Source: an optimization exercise on an open RTL-to-GDS flow (aim: small area, a short achievable clock period and few clock cycles per item). Production flows keep margins and buffers that such runs may drop. Only simulation tests tie the RTL to the original design; equivalence was not proved.

==> flow/design.v (outline; a module is shown in full before it is edited, if it fits) <==
// module gbk_seq: 220 lines
// module gbk_sq: 471 lines
// module gbk_mac: 639 lines
// module gbk_benc: 17 lines
// module gbk_fa: 10 lines
// module gbk_ha: 9 lines
// module gbk_exp_rom: 269 lines
// module gaussian_rbf_kernel_core: 111 lines
module gaussian_rbf_kernel_core (
    input  wire logic                          clk,
    input  wire logic                          rst_n,
    input  wire logic                          pair_valid,
    output logic                               pair_ready,
    input  wire logic [gbk_pkg::COORD_W-1:0]   pair_coord_a,
    input  wire logic [gbk_pkg::COORD_W-1:0]   pair_coord_b,
    input  wire logic                          pair_last,
    output logic                               result_valid,
    input  wire logic                          result_ready,
    output logic      [gbk_pkg::KERNEL_W-1:0]  result_kernel_value,
    output logic      [gbk_pkg::DIST_W-1:0]    result_sq_distance,
    input  wire logic                          cfg_valid,
    output logic                               cfg_ready,
    input  wire logic [gbk_pkg::INV_W-1:0]     cfg_inv_bandwidth
);
  // ...
==> flow/flow/run.sh <==
#!/bin/bash
set -euo pipefail
bash standard.sh SETUP_SLACK_MARGIN=6 finish > standard_flow.log 2>&1
==> flow/standard.sh <==
#!/bin/bash
# synth_recipe.tcl (not shown) runs the flow's synth.tcl, then flattens the netlist and writes it again
# the make line also repeats each setting of config.mk as NAME=value (left out here)
make -C /OpenROAD-flow-scripts/flow DESIGN_CONFIG=/design/flow/config.mk WORK_HOME=/design/flow/orfs CLKGATE_MAP_FILE= SYNTH_SCRIPT=/design/flow/synth_recipe.tcl "${@:-finish}"
==> flow/config.mk <==
export PLATFORM = sky130hd
export DESIGN_NAME = gaussian_rbf_kernel_core
export DESIGN_NICKNAME = gaussian_rbf_kernel_core
export VERILOG_FILES = /design/flow/design.v
export SDC_FILE = /design/flow/constraint.sdc
export NUM_CORES = 4
export LEC_CHECK = 0
export CAP_MARGIN = 20
export CORE_MARGIN = 2
export CORE_UTILIZATION = 40
export CTS_CLUSTER_SIZE = 30
export SLEW_MARGIN = 20
export SYNTH_HIERARCHICAL = 1
export SYNTH_MEMORY_MAX_BITS = 16384
==> flow/constraint.sdc <==
create_clock -name core_clock -period 11.0 [get_ports {clk}]
set_input_delay 2.2000 -clock core_clock [delete_from_list [all_inputs] [get_ports {clk}]]
set_output_delay 2.2000 -clock core_clock [all_outputs]
set_load 0.01 [all_outputs]
==> notes.md, run 1 <==
The hold-fix buffer count after cts came out at 0. The count of sequential standard cells is 360. The number of vias per cell after detailed routing is 6.71. The tree is rooted in a sky130_fd_sc_hd__clkbuf_16. After synthesis, the largest area contributor takes up 17.5% of total cell area.

Routed signal wires occupy layers up through met5. Data on the critical path is required at its endpoint by 11.50 ns. Leaving out filler cells and counting taps, the final layout contains 6262. In this run the vertical extent of the chip is 330 µm. The pin count of the biggest net entering global routing is 153. The flow ran to the end and the layout has no timing, DRC or antenna violations. The share of synthesized area spent on multiplexers came out at 3.06%.

The routed design has 207000 µm of wire. The clock network contribution to total cell area is 2.96%. The worst register-to-register path begins at u_seq.a_reg[10]. The total global-route track usage came out at 37.1%. The CTS buffer count came out at 45.

The compound-cell area share of the yosys netlist is 23.0%. Traced cell by cell, the critical path runs through buf_6, buf_16, a22oi_2, xnor2_2, fa_1, fa_1, fa_1, fa_1, ha_4, buf_4, nand2_1, o21a_1, a211oi_2, nor2_2, o311ai_4, a311oi_4, o221ai_2, xor2_1. Setup repair after global routing could not meet its margin everywhere.

Summed over all layers, the global routing overflow is 0. The number of placed instances, taps included, is 5969. Among all flip-flop cells after synthesis, the most frequent one is sky130_fd_sc_hd__edfxtp_1. The count of cell types in the netlist is 124.

The register with the most flip-flops in the layout has 43 of them. For the worst-skew pair, the clock arrives at the later sink with an insertion delay of 0.64 ns. The routed length on met2 is 85200 µm. Input and output buffers added on the ports amount to 122. The largest total area in the synthesized netlist belongs to sky130_fd_sc_hd__edfxtp_1. For met1 alone, demand over resource in global routing was 48.9%.

In the final layout, multi-input gates take up 64.5% of the cell area. The adder-cell share of the synthesized area came out at 20.5%.

In the final layout, the share of cells above drive strength 1 is 16.9%. The arrival time at the worst endpoint came out at 5.81 ns. The number of instances resized during post-cts repair came out at 214. The largest buffer count on any clock path is 3.
Testbench counts, summed over its fixed seeds: cycles 7,772, items 512.
==> inputs of run 2 (changes only) <==
==> flow/flow/run.sh (replaced) <==
#!/bin/bash
set -euo pipefail
bash standard.sh SETUP_SLACK_MARGIN=5.65 finish > standard_flow.log 2>&1
--- a/flow/config.mk
+++ b/flow/config.mk
@@ -8,7 +8,6 @@
 export CAP_MARGIN = 20
 export CORE_MARGIN = 2
 export CORE_UTILIZATION = 40
-export CTS_CLUSTER_SIZE = 30
 export SLEW_MARGIN = 20
 export SYNTH_HIERARCHICAL = 1
 export SYNTH_MEMORY_MAX_BITS = 16384
==> run 2 against run 1 <==
Against the previous run: non-clock buffer count fell by 59; cell count is 1.0% lower; largest cell class unchanged; still clean on timing, DRC and antenna; register-to-register slack got worse by 0.05 ns; critical endpoint is now u_seq.a_reg[13]; critical path type unchanged; sequential share of layout area rose by 0.58 points.
==> notes.md, run 2 <==
The largest buffer count on any clock path is 3 (unchanged). The number of warnings printed during yosys synthesis is 14. The number of violations reported at the end of detailed-routing iteration 0 is 5466.

The launching point of the worst reg2reg path is u_seq.ra[2]. The final critical path time including I/O delays and setup came out at 5.35 ns. The wire length reported by the detailed router is 204000 µm (-1.1%). The worst clock skew came out at 0.0438 ns.

Row generation in the floorplan step produced 119 rows. The biggest fanout along the worst timing path came out at 45. The synthesized area per cell is 8.93 µm². Traced cell by cell, the critical path runs through buf_4, buf_4, nand2b_1, buf_4, nand3_1, nor3b_1, a2111oi_1, a22oi_1, o22ai_1, a21oi_1, o21ai_0. The via count is 41271. The number of global-route vias before repair was 39901. Adding up every negative setup slack in the final design gives 0 ns. The number of maximum-capacitance constraint violations is 0.

In the post-synthesis netlist, the biggest area contributors are sky130_fd_sc_hd__edfxtp_1, sky130_fd_sc_hd__fa_1, sky130_fd_sc_hd__ha_1. The cell count after synthesis is 4757. The proportion of synthesized flip-flops having asynchronous set or reset came out at 9.72%. The count of placed standard cells including taps came out at 5962 (-0.12%). The hold-fix buffer count after cts was 0 (unchanged). The count of cell types in the netlist is 124 (unchanged). The pin count of the biggest net entering global routing came out at 155 (+1.3%). The placeable core area is 105000 µm². The number of flops mapped to enable cells by yosys is 248. The library cell appearing most often on the critical path is sky130_fd_sc_hd__buf_4. TritonCTS built the clock tree. The total global-route track usage was 36.7% (-0.47 points).

The startpoint class of the critical path is a flip-flop. Setup slack closes at 5.65 ns. The insertion delay of the later-clocked pin in the worst-skew pair came to 0.64 ns (about the same).

The wire length per cell is 33.0 µm. Setup repair after global routing could not meet its margin everywhere. The H-tree generated during clock tree synthesis spans 2 levels. The global placement routability congestion came out at 1.07. Prior to clock tree synthesis, the placed netlist has a worst setup slack of 4.62 ns. The worst-case hold slack is 0.452 ns.

The number of input and output port buffers inserted came out at 122 (unchanged). The number of nets still failing antenna checks after routing is 0. The worst endpoint required time is 11.45 ns (-0.05 ns).

The count of state elements after synthesis came out at 360. The final hold violation count is 0. The library cell with the largest summed area after synthesis is sky130_fd_sc_hd__edfxtp_1. For this run, the post-layout net count is 5340.

The total clock sinks came out at 360. The global route total overflow is 0 (unchanged). The run finished with no timing, DRC or antenna violations. The wire length of the first global-routing pass came out at 291000 µm. The category of the most critical setup path is flip-flop to flip-flop. In this run the horizontal extent of the chip is 330 µm. The final setup violation count is 0.

The initial antenna violation count came out at 10. The arrival time at the worst endpoint is 5.80 ns (about the same). The critical path endpoint category is a flip-flop. The path class of the tightest hold or removal check is flip-flop to flip-flop. Sequential elements use 23.2% of the synthesized area.

Sorting the synthesized cells by how often they occur yields sky130_fd_sc_hd__nand2_1, sky130_fd_sc_hd__a21oi_1, sky130_fd_sc_hd__fa_1, sky130_fd_sc_hd__nor2_1, sky130_fd_sc_hd__xnor2_1. In the post-synthesis netlist, the cell with the most instances is sky130_fd_sc_hd__nand2_1. The number of I/O pins came out at 124.

The netlist area before placement came out at 42500 µm². The utilization after layout is 45.9%. The longest individual stage delay on the worst path is 1.09 ns.

The share of post-route cells with drive strength above 1 is 13.4% (-3.5 points). The starting density of the core came out at 40.3%. After clock tree synthesis, the clock-pin slew on the worst setup and hold paths is 0.06 ns. Clock tree synthesis selected as its root buffer the cell sky130_fd_sc_hd__clkbuf_16. For this run, the top clock speed supported by timing is 187 MHz. In the layout the commonest cells are sky130_fd_sc_hd__nand2_1, sky130_fd_sc_hd__a21oi_1, sky130_fd_sc_hd__fa_1. The vertical extent of the die is 330 µm (unchanged). The CTS buffer count came out at 43 (-4.4%). After filler insertion, the fill cell instance count of the layout stands at 10157. The worst slew slack as a fraction of its limit came out at 13.8%. The start point of the worst min-delay path is buf_d[28]. The first TritonRoute pass finished after 7 iterations. The flip-flop count of the largest register after layout came out at 43 (unchanged). On the critical path, the stage with the largest delay is an instance of sky130_fd_sc_hd__a2111oi_1. The half-perimeter wire length after detailed placement came out at 143000 µm. The number of vias per cell after detailed routing is 6.66 (-0.72%). The number of pins with negative max-slew slack in the final report came out at 0.

The leading cell type in the layout, fill and taps excluded is sky130_fd_sc_hd__nand2_1. The final period utilization came out at 48.7%. The most used flip-flop cell after synthesis is sky130_fd_sc_hd__edfxtp_1.

The most critical setup path has its startpoint at u_seq.ra[2]. The top-area cell type share of the netlist area came out at 17.5% (unchanged). The die covers 109000 µm². At the pin with the least slew margin, the transition time is 1.29 ns. The final cell count without fillers came to 6198 (-1.0%). The area growth from synthesis to final layout is 13.8%. The number of remaining DRC errors is 0.
-- run 2: cell types whose count changed in the layout (fill, tap and decap cells not counted), sizes merged --
cell,previous run,this run
buf,314,256
clkinvlp,7,1
clkinv,20,15
bufinv,2,5
clkbuf,59,62
clkdlybuf4s50,121,120
diode,10,9
inv,95,96
-- run 2: metal layers --
metal  share of wire, %  up-vias  global-route usage (%)
met5              0.049        -                   0.435
met4                6.5        6                    20.3
met3                 12      683                    11.2
met2                 41     2737                    52.6
met1                 40    20413                    49.0
li1                   -    17432                       -
-- run 2: final cells by class --
cell class | count | area (µm²) | share of cell area (%)
antenna | 9 | 22.5 | 0.0466
clock buffer | 61 | 1260 | 2.60
clock inverter | 19 | 292 | 0.603
inverter | 98 | 368 | 0.761
multi-input combinational | 3883 | 31200 | 64.5
sequential | 360 | 9930 | 20.6
tap | 1391 | 1740 | 3.60
timing repair buffer | 377 | 3550 | 7.35
-- run 2: per-module statistics from Yosys, one instance, submodules excluded --
module                    cells  cell area, µm²  flip-flops and latches
gaussian_rbf_kernel_core    409            5840                     132
gbk_benc                     29             218                       0
gbk_exp_rom                1501            9030                       0
gbk_fa                        1            20.0                       0
gbk_ha                        1            12.5                       0
gbk_mac                     877            6160                       0
gbk_seq                    1104           11500                     228
gbk_sq                      481            3060                       0
-- run 2: path summary, 6_finish.rpt --
| check | to | slack (ns) | cells past startpoint |
|---|---|---|---|
| hold / removal | u_seq.rd[28] | 0.45 | 0 |
| max in group asynchronous | inv_reg[5] | 8.70 | 1 |
| setup reg to reg | u_seq.a_reg[13] | 5.65 | 11 |
| hold reg to reg | u_seq.rd[28] | 0.45 | 0 |
| setup / recovery | u_seq.a_reg[13] | 5.65 | 11 |
| min in group asynchronous | sat | 1.67 | 1 |
-- run 2: logic make-up after synthesis --
family                     count (synthesis)  share of synthesized area [%]
muxes                                     99                           3.06
and+or+nand+nor                         1489                           17.9
buffers and inverters                    527                           5.47
adders and majority gates                515                           20.5
DFF                                      360                           23.2
AOI/OAI and AO/OA                       1431                           23.0
xor gates and xnor gates                 334                           6.89
other                                      2                         0.0177
-- run 2: what timing repair did --
item | 4_1_cts | 5_1_grt
setup buffers | 122 | 24
endpoints found under the hold margin | 0 | 0
pin swaps | 21 | 63
gates resized for setup | 83 | 102
endpoints found under the setup margin | 59 | 41
-- run 2: through the flow --
step / cell area, µm²
4_1_cts: 47500
3_5_place_dp: 44500
6_report: 48300
2_1_floorplan: 42500
5_1_grt: 48300
3_3_place_gp: 44400
-- run 2: worst max-delay path, delay by kind of cell (launching register included) --
| family | cells | cell delay [ns] |
|---|---|---|
| AOI/OAI and AO/OA | 5 | 2.61 |
| DFF | 1 | 0.51 |
| and+or+nand+nor | 3 | 0.51 |
| buffers and inverters | 3 | 1.45 |

## separate check: timing with driven ports
The results above use ideal ports. As a check the final layouts listed here were re-extracted and re-timed, cells and wires unchanged. Step 1 sets driving cells, clkbuf_16 on the clock port and buf_2 on the other inputs (assumed; they add their load-dependent delay and slew). Step 2, shift: input delay + t, output delay - t, t = (earliest + latest rising clock arrival at the registers) / 2. This alone moves slack from input paths to output paths. Three values: no drivers, after step 1, after step 2; two values: the first two.
| run | t, ns | slack for setup (ns) | clock arrival spread, ns | worst data-port slew with drivers (ns) |
|---|---|---|---|---|
| run 1 | 0.700 | 5.696 / 5.696 / 5.696 | 0.029 / 0.029 | 0.08 |
| run 2 | 0.686 | 5.648 / 5.648 / 5.648 | 0.044 / 0.044 | 0.07 |
After both steps setup and hold are still met in every run listed.
